What follows belongs to an exercise in optimizing a design on an open flow for small area and a short achievable clock period; a production flow would make more cautious choices. At most, simulation tests tie the RTL to the original design; equivalence was not proved.

==> inputs of sierra <==
// fir3_top
module fir3_top #(
  parameter int W  = 32,
  parameter int XW = 16
) (
  input  logic          CLK,
  input  logic          rst,
  input  logic [XW-1:0] h0,
  input  logic [XW-1:0] h1,
  input  logic [XW-1:0] h2,
  input  logic [XW-1:0] x,
  output logic [W-1:0]  y
);
export LEC_CHECK = 0
export ABC_AREA = 1
export CAP_MARGIN = 20
export CELL_PAD_IN_SITES_DETAIL_PLACEMENT = 1
export CELL_PAD_IN_SITES_GLOBAL_PLACEMENT = 1
export CORE_MARGIN = 2
export CORE_UTILIZATION = 40
export SLEW_MARGIN = 20
create_clock -name core_clock -period 10.0 [get_ports {CLK}]
standard.sh (not shown) runs the stock make flow with config.mk's settings and CLKGATE_MAP_FILE= SYNTH_SCRIPT=/design/flow/synth_recipe.tcl, a recipe that flattens the netlist after the stock synthesis.
==> flow/flow/run.sh <==
#!/bin/bash
set -euo pipefail
here=$(pwd)
F=$here/flow
sed "s#^hierarchy -check -top \$::env(DESIGN_NAME)\$#&\ntechmap -map $F/leafmap.v#" \
  "$FLOW_HOME/scripts/synth.tcl" > "$here/synth_leaf.tcl"
grep -q "^techmap -map $F/leafmap.v" "$here/synth_leaf.tcl"
sed "s#source \$::env(SCRIPTS_DIR)/synth.tcl#source $here/synth_leaf.tcl#" \
  "$here/synth_recipe.tcl" > "$here/synth_own.tcl"
grep -q "source $here/synth_leaf.tcl" "$here/synth_own.tcl"
bash standard.sh \
  SYNTH_SCRIPT="$here/synth_own.tcl" \
  DONT_BUFFER_PORTS=1 \
  PRE_GLOBAL_PLACE_TCL="$F/ports.tcl" \
  finish > "$here/standard_finish.log" 2>&1
Other scripts of this flow, unchanged in this note and not shown: flow/flow/leafmap.v, flow/flow/ports.tcl
==> amber (differences from sierra) <==
--- a/flow/config.mk
+++ b/flow/config.mk
@@ -9,6 +9,5 @@
 export CAP_MARGIN = 20
-export CELL_PAD_IN_SITES_DETAIL_PLACEMENT = 1
-export CELL_PAD_IN_SITES_GLOBAL_PLACEMENT = 1
 export CORE_MARGIN = 2
 export CORE_UTILIZATION = 40
+export CTS_BUF_LIST = sky130_fd_sc_hd__clkbuf_4 sky130_fd_sc_hd__clkbuf_8
 export SLEW_MARGIN = 20
==> quartz (differences from sierra) <==
--- a/flow/config.mk
+++ b/flow/config.mk
@@ -9,4 +9,2 @@
 export CAP_MARGIN = 20
-export CELL_PAD_IN_SITES_DETAIL_PLACEMENT = 1
-export CELL_PAD_IN_SITES_GLOBAL_PLACEMENT = 1
 export CORE_MARGIN = 2
==> summary.md <==
| Metric | Value |
|---|---|
| Status | `no timing/DRC/antenna violations` |
| Layout non-clock buf frac | `3.00%` |
| Share of layout cells above drive strength 1 | `12.0%` |
| Buffers, non-clock | `98` |
-- figures above: amber

==> summary.md <==
| Metric | Value |
|---|---|
| Status | `no timing/DRC/antenna violations` |
| Primary FF master, synth | `dfrtp_1` |
| Crit-path cells | `buf_4 > inv_2 > a222oi_1 > fa_1 > fa_1 > fa_1 > fa_1 > fa_1 > fa_1 > fa_1 > fa_1 > nor2_1 > o21ai_1 > a21oi_1 > o21ai_1 > a21oi_1 > o21ai_1 > xnor2_1` |
| Layout non-clock buf frac | `2.98%` |
| Startpoint Class | `primary input` |
| Buffers, non-clock | `98` |
| Synthesized area per cell | `11.0 µm²` |
-- figures above: quartz

==> summary.md <==
| Metric | Value |
|---|---|
| Buffers, non-clock | `102` |
| Layout non-clock buf frac | `3.11%` |
| Filler instances | `4651` |
| Status | `no timing/DRC/antenna violations` |
| Vias in the first global route | `16300` |
| Share of layout cells above drive strength 1 | `12.2%` |
| Count leader, synth | `fa_1` |
| DRT Pass-1 Iters | `17` |
-- figures above: sierra

No run of this note included a check of the RTL's function; only the layout flow was run.

* * *

==> onyx <==
Another version of the RTL of fir3_top (not shown whole).
Design fir3_top, start of the top module:
module fir3_top #(
  parameter int W  = 32,
  parameter int XW = 16
) (
  input  logic          CLK,
  input  logic          rst,
  input  logic [XW-1:0] h0,
  input  logic [XW-1:0] h1,
  input  logic [XW-1:0] h2,
  input  logic [XW-1:0] x,
  output logic [W-1:0]  y
);
  logic [15:0] d0_q, d1_q, d2_q;
  logic [31:0] y_q, y_d;
  logic one0_0, two0_0, neg0_0;
  logic mn1;
  logic pp2;
  logic mn5;
  logic pp6;
  logic mn9;
  logic pp10;
  logic mn13;
  logic pp14;
  logic mn17;
  logic pp18;
  logic mn21;
  logic pp22;
  logic mn25;
  logic pp26;
  logic mn29;
  logic pp30;
  logic mn33;
  logic pp34;
  logic mn37;
  logic pp38;
  logic mn41;
  logic pp42;
  logic mn45;
  logic pp46;
  logic mn49;
  logic pp50;
  logic mn53;
  logic pp54;
  logic mn57;
  logic pp58;
  logic mn61;
  logic pp62;
  logic mn65;
  logic pp66;
  logic one0_1, two0_1, neg0_1;
  logic mn69;
  logic pp70;
  logic mn73;
  logic pp74;
  logic mn77;
  logic pp78;
  logic mn81;
  logic pp82;
  logic mn85;
  logic pp86;
  logic mn89;
  logic pp90;
  logic mn93;
  logic pp94;
  logic mn97;
  logic pp98;
  logic mn101;
  logic pp102;
  logic mn105;
  logic pp106;
  logic mn109;
  logic pp110;
  logic mn113;
  logic pp114;
  logic mn117;
  logic pp118;
  logic mn121;
  logic pp122;
  logic mn125;
  logic pp126;
  logic mn129;
  logic pp130;
  logic mn133;
  logic pp134;
  logic one0_2, two0_2, neg0_2;
  logic mn137;
  logic pp138;
  logic mn141;
  logic pp142;
  logic mn145;
  logic pp146;
  logic mn149;
  logic pp150;
  logic mn153;
  logic pp154;
  logic mn157;
  logic pp158;
  logic mn161;
  logic pp162;
  logic mn165;
  logic pp166;
  logic mn169;
  logic pp170;
  logic mn173;
  logic pp174;
  logic mn177;
  logic pp178;
  logic mn181;
  logic pp182;
  logic mn185;
  logic pp186;
  logic mn189;
  logic pp190;
  logic mn193;
  logic pp194;
  logic mn197;
  logic pp198;
  ...
export LEC_CHECK = 0
export ABC_AREA = 1
export CAP_MARGIN = 20
export CORE_MARGIN = 2
export CORE_UTILIZATION = 65
export CTS_BUF_LIST = sky130_fd_sc_hd__clkbuf_4 sky130_fd_sc_hd__clkbuf_8
export PLACE_DENSITY = 0.75
export SLEW_MARGIN = 20
create_clock -name core_clock -period 10.0 [get_ports {CLK}]
==> flow/flow/leafmap.v <==
// Maps the design's leaf modules one-to-one onto library cells.
module fir3_fa (input a, b, c, output s, co);
  sky130_fd_sc_hd__fa_1 _TECHMAP_REPLACE_ (.A(a), .B(b), .CIN(c), .SUM(s), .COUT(co));
endmodule

module fir3_ha (input a, b, output s, co);
  sky130_fd_sc_hd__ha_1 _TECHMAP_REPLACE_ (.A(a), .B(b), .SUM(s), .COUT(co));
endmodule

module fir3_sel (input one, two, hi, hm, output mn);
  sky130_fd_sc_hd__a22oi_1 _TECHMAP_REPLACE_ (.A1(one), .A2(hi), .B1(two), .B2(hm), .Y(mn));
endmodule

module fir3_xnor2 (input a, b, output y);
  sky130_fd_sc_hd__xnor2_1 _TECHMAP_REPLACE_ (.A(a), .B(b), .Y(y));
endmodule

module fir3_xor2 (input a, b, output y);
  sky130_fd_sc_hd__xor2_1 _TECHMAP_REPLACE_ (.A(a), .B(b), .X(y));
endmodule

module fir3_nand2 (input a, b, output y);
  sky130_fd_sc_hd__nand2_1 _TECHMAP_REPLACE_ (.A(a), .B(b), .Y(y));
endmodule

module fir3_nor2 (input a, b, output y);
  sky130_fd_sc_hd__nor2_1 _TECHMAP_REPLACE_ (.A(a), .B(b), .Y(y));
endmodule

module fir3_inv (input a, output y);
  sky130_fd_sc_hd__inv_1 _TECHMAP_REPLACE_ (.A(a), .Y(y));
endmodule

module fir3_a21oi (input a1, a2, b1, output y);
  sky130_fd_sc_hd__a21oi_1 _TECHMAP_REPLACE_ (.A1(a1), .A2(a2), .B1(b1), .Y(y));
endmodule

module fir3_o21ai (input a1, a2, b1, output y);
  sky130_fd_sc_hd__o21ai_1 _TECHMAP_REPLACE_ (.A1(a1), .A2(a2), .B1(b1), .Y(y));
endmodule
==> flow/flow/ports.tcl <==
# Sourced before global placement (PRE_GLOBAL_PLACE_TCL, with DONT_BUFFER_PORTS=1).
# Buffers every input and output port (the clock port excepted, as buffer_ports
# does) at the same point of the flow as the standard port buffering, right after
# remove_buffers, but with small buffers on the outputs and stronger ones on the
# inputs.
proc my_buffer_ports {} {
  buffer_ports -inputs -buffer_cell sky130_fd_sc_hd__buf_4
  buffer_ports -outputs -buffer_cell sky130_fd_sc_hd__buf_1
}
if { $::env(GPL_TIMING_DRIVEN) } {
  rename remove_buffers my_orig_remove_buffers
  proc remove_buffers {args} {
    my_orig_remove_buffers {*}$args
    my_buffer_ports
  }
} else {
  my_buffer_ports
}
Scripts as last shown in full above: flow/flow/run.sh
==> violet (differences from onyx) <==
--- a/flow/config.mk
+++ b/flow/config.mk
@@ -8,7 +8,5 @@
 export ABC_AREA = 1
 export CAP_MARGIN = 20
 export CORE_MARGIN = 2
-export CORE_UTILIZATION = 65
-export CTS_BUF_LIST = sky130_fd_sc_hd__clkbuf_4 sky130_fd_sc_hd__clkbuf_8
-export PLACE_DENSITY = 0.75
+export CORE_UTILIZATION = 40
 export SLEW_MARGIN = 20
==> comparison table <==
Outcome: onyx finished clean; violet finished clean
First-pass GRT wire length: onyx 98000 um; violet 104000 um
Area occupied by registers: onyx 2000 um2; violet 2000 um2
Required time at the endpoint of the critical path: onyx 10320 ps; violet 10310 ps
Average vias per placed instance: onyx 7.01; violet 6.10
Ratio of final minimum period to clock period: onyx 75.3%; violet 72.8%
Final weighted congestion in routability-driven placement: onyx 1.04; violet 1.01
Skew-Pair Late Insertion Delay: onyx 410 ps; violet 390 ps
Max Fclk: onyx 133 MHz; violet 137 MHz
Starting density of the core: onyx 66.5%; violet 40.7%
Number of cells on the worst reg-to-reg path: onyx 20; violet 21
Met1 Wirelength: onyx 22800 um; violet 29200 um
R2r endpoint: onyx y_q[25]; violet y_q[21]
Gr usage total: onyx 43.1%; violet 29.2%
No run of this note included a check of the RTL's function; only the layout flow was run.

* * *

==> run F <==
fir3_top, a different RTL version from the one above (not shown whole).
clock: 10.0 ns
lec_check: 0
abc_area: 1
cap_margin: 20
core_margin: 2
core_utilization: 40
cts_buf_list: sky130_fd_sc_hd__clkbuf_4 sky130_fd_sc_hd__clkbuf_8
slew_margin: 20
==> flow/flow/leafmap.v <==
// Maps the design's leaf modules one-to-one onto library cells.
module fir3_fa (input a, b, c, output s, co);
  sky130_fd_sc_hd__fa_1 _TECHMAP_REPLACE_ (.A(a), .B(b), .CIN(c), .SUM(s), .COUT(co));
endmodule

module fir3_ha (input a, b, output s, co);
  sky130_fd_sc_hd__ha_1 _TECHMAP_REPLACE_ (.A(a), .B(b), .SUM(s), .COUT(co));
endmodule

module fir3_sel (input one, two, hi, hm, output mn);
  sky130_fd_sc_hd__a22oi_1 _TECHMAP_REPLACE_ (.A1(one), .A2(hi), .B1(two), .B2(hm), .Y(mn));
endmodule

module fir3_xnor2 (input a, b, output y);
  sky130_fd_sc_hd__xnor2_1 _TECHMAP_REPLACE_ (.A(a), .B(b), .Y(y));
endmodule

module fir3_xor2 (input a, b, output y);
  sky130_fd_sc_hd__xor2_1 _TECHMAP_REPLACE_ (.A(a), .B(b), .X(y));
endmodule

module fir3_nand2 (input a, b, output y);
  sky130_fd_sc_hd__nand2_1 _TECHMAP_REPLACE_ (.A(a), .B(b), .Y(y));
endmodule

module fir3_nor2 (input a, b, output y);
  sky130_fd_sc_hd__nor2_1 _TECHMAP_REPLACE_ (.A(a), .B(b), .Y(y));
endmodule

module fir3_inv (input a, output y);
  sky130_fd_sc_hd__inv_1 _TECHMAP_REPLACE_ (.A(a), .Y(y));
endmodule

module fir3_a21oi (input a1, a2, b1, output y);
  sky130_fd_sc_hd__a21oi_1 _TECHMAP_REPLACE_ (.A1(a1), .A2(a2), .B1(b1), .Y(y));
endmodule

module fir3_o21ai (input a1, a2, b1, output y);
  sky130_fd_sc_hd__o21ai_1 _TECHMAP_REPLACE_ (.A1(a1), .A2(a2), .B1(b1), .Y(y));
endmodule

module fir3_invd (input a, output y);
  sky130_fd_sc_hd__inv_2 _TECHMAP_REPLACE_ (.A(a), .Y(y));
endmodule

module fir3_nor2d (input a, b, output y);
  sky130_fd_sc_hd__nor2_2 _TECHMAP_REPLACE_ (.A(a), .B(b), .Y(y));
endmodule

module fir3_nand2d (input a, b, output y);
  sky130_fd_sc_hd__nand2_2 _TECHMAP_REPLACE_ (.A(a), .B(b), .Y(y));
endmodule

module fir3_a21oid (input a1, a2, b1, output y);
  sky130_fd_sc_hd__a21oi_2 _TECHMAP_REPLACE_ (.A1(a1), .A2(a2), .B1(b1), .Y(y));
endmodule

module fir3_o21aid (input a1, a2, b1, output y);
  sky130_fd_sc_hd__o21ai_2 _TECHMAP_REPLACE_ (.A1(a1), .A2(a2), .B1(b1), .Y(y));
endmodule
Scripts as last shown in full above: flow/flow/run.sh
Other scripts of this flow, unchanged in this note and not shown: flow/flow/ports.tcl
==> run X (differences from run F) <==
--- a/flow/flow/leafmap.v
+++ b/flow/flow/leafmap.v
@@ -48,13 +48 @@
 endmodule
-
-module fir3_nand2d (input a, b, output y);
-  sky130_fd_sc_hd__nand2_2 _TECHMAP_REPLACE_ (.A(a), .B(b), .Y(y));
-endmodule
-
-module fir3_a21oid (input a1, a2, b1, output y);
-  sky130_fd_sc_hd__a21oi_2 _TECHMAP_REPLACE_ (.A1(a1), .A2(a2), .B1(b1), .Y(y));
-endmodule
-
-module fir3_o21aid (input a1, a2, b1, output y);
-  sky130_fd_sc_hd__o21ai_2 _TECHMAP_REPLACE_ (.A1(a1), .A2(a2), .B1(b1), .Y(y));
-endmodule
--- a/flow/config.mk
+++ b/flow/config.mk
@@ -10,4 +10,5 @@
 export CORE_MARGIN = 2
-export CORE_UTILIZATION = 40
+export CORE_UTILIZATION = 55
 export CTS_BUF_LIST = sky130_fd_sc_hd__clkbuf_4 sky130_fd_sc_hd__clkbuf_8
+export PLACE_DENSITY = 0.65
 export SLEW_MARGIN = 20
==> run C (differences from run F) <==
--- a/flow/flow/leafmap.v
+++ b/flow/flow/leafmap.v
@@ -48,13 +48 @@
 endmodule
-
-module fir3_nand2d (input a, b, output y);
-  sky130_fd_sc_hd__nand2_2 _TECHMAP_REPLACE_ (.A(a), .B(b), .Y(y));
-endmodule
-
-module fir3_a21oid (input a1, a2, b1, output y);
-  sky130_fd_sc_hd__a21oi_2 _TECHMAP_REPLACE_ (.A1(a1), .A2(a2), .B1(b1), .Y(y));
-endmodule
-
-module fir3_o21aid (input a1, a2, b1, output y);
-  sky130_fd_sc_hd__o21ai_2 _TECHMAP_REPLACE_ (.A1(a1), .A2(a2), .B1(b1), .Y(y));
-endmodule
==> key figures <==
Outcome
  – Status: no timing/DRC/antenna violations

Worst setup path
  – CP Cell Sequence: buf_4 > xnor2_1 > inv_2 > nor2_2 > a22oi_1 > xnor2_1 > fa_1 > fa_1 > fa_1 > fa_1 > fa_1 > fa_1 > fa_1 > fa_1 > nor2_1 > o21ai_1 > a21oi_1 > o21ai_1 > a21oi_1 > o21ai_1 > xor2_1
  – Slowest stage delay, CP: 0.71 ns

Timing
  – Min Hold Slack: 0.399 ns
  – Max Fclk: 138 MHz

Finish
  – Seq/total area: 10.0%
  – FILL cells: 4,377
The numbers above come from run C.

==> key figures <==
Timing
  – Min Hold Slack: roughly 0.40 ns
  – Max Fclk: 138 MHz

Outcome
  – Status: no timing/DRC/antenna violations

Finish
  – Seq/total area: 10.0%
  – FILL cells: 4,377

Worst setup path
  – CP Cell Sequence: buf_4 > xnor2_1 > inv_2 > nor2_2 > a22oi_1 > xnor2_1 > fa_1 > fa_1 > fa_1 > fa_1 > fa_1 > fa_1 > fa_1 > fa_1 > nor2_1 > o21ai_1 > a21oi_1 > o21ai_1 > a21oi_1 > o21ai_1 > xor2_1
The numbers above come from run F.

==> key figures <==
Outcome
  – Status: no timing/DRC/antenna violations

Worst setup path
  – CP Cell Sequence: buf_4 > xnor2_1 > inv_2 > nor2_2 > a22oi_1 > xnor2_1 > fa_1 > fa_1 > fa_1 > fa_1 > fa_1 > fa_1 > fa_1 > fa_1 > nor2_1 > nor2_1 > nand2_1 > nor2_1 > nand2_1 > o21ai_1 > xor2_1
  – Slowest stage delay, CP: 0.75 ns

Worst hold path
  – Hold wc startpoint: d0_q[0]$_DFF_PN0_

Clock tree
  – CTS HTree Levels: 3

Finish
  – Seq/total area: 10.1%
  – Final clock-cell share: 1.05%

Yosys
  – Asr flop ratio synth: 100%

Timing
  – Max Fclk: 137 MHz
  – Min Hold Slack: approximately 0.43 ns
The numbers above come from run X.

==> what the ideal ports hide <==
How much do the figures lean on ideal ports? The routed layouts below were timed once more, with nothing changed but the port constraints. Step 1: set_driving_cell puts a clkbuf_16 on CLK and a buf_2 on each other input, an assumption about the parent block. Step 2 also shifts input and output timing later by t, the mid clock arrival at the registers, as if the neighbouring blocks saw the same clock. a / b / c = ideal / step 1 / step 2; a / b = the first two.
run | shift t [ns] | slack for setup (ns) | worst data-port slew with drivers (ns)
sierra | 0.459 | 2.470 / 2.499 / 2.041 | 0.05
amber | 0.504 | 2.491 / 2.521 / 2.018 | 0.04
quartz | 0.449 | 2.356 / 2.384 / 1.936 | 0.04
onyx | 0.451 | 2.474 / 2.474 / 2.130 | 0.06
violet | 0.443 | 2.719 / 2.747 / 2.304 | 0.06
run F | 0.491 | 2.775 / 2.775 / 2.318 | 0.07
run X | 0.484 | 2.699 / 2.699 / 2.372 | 0.06
run C | 0.491 | 2.775 / 2.775 / 2.318 | 0.07
After both steps every run listed still meets setup and hold. The setup slack of amber, which loses most, moves by +0.030 ns with the drivers and by -0.473 ns with both steps.
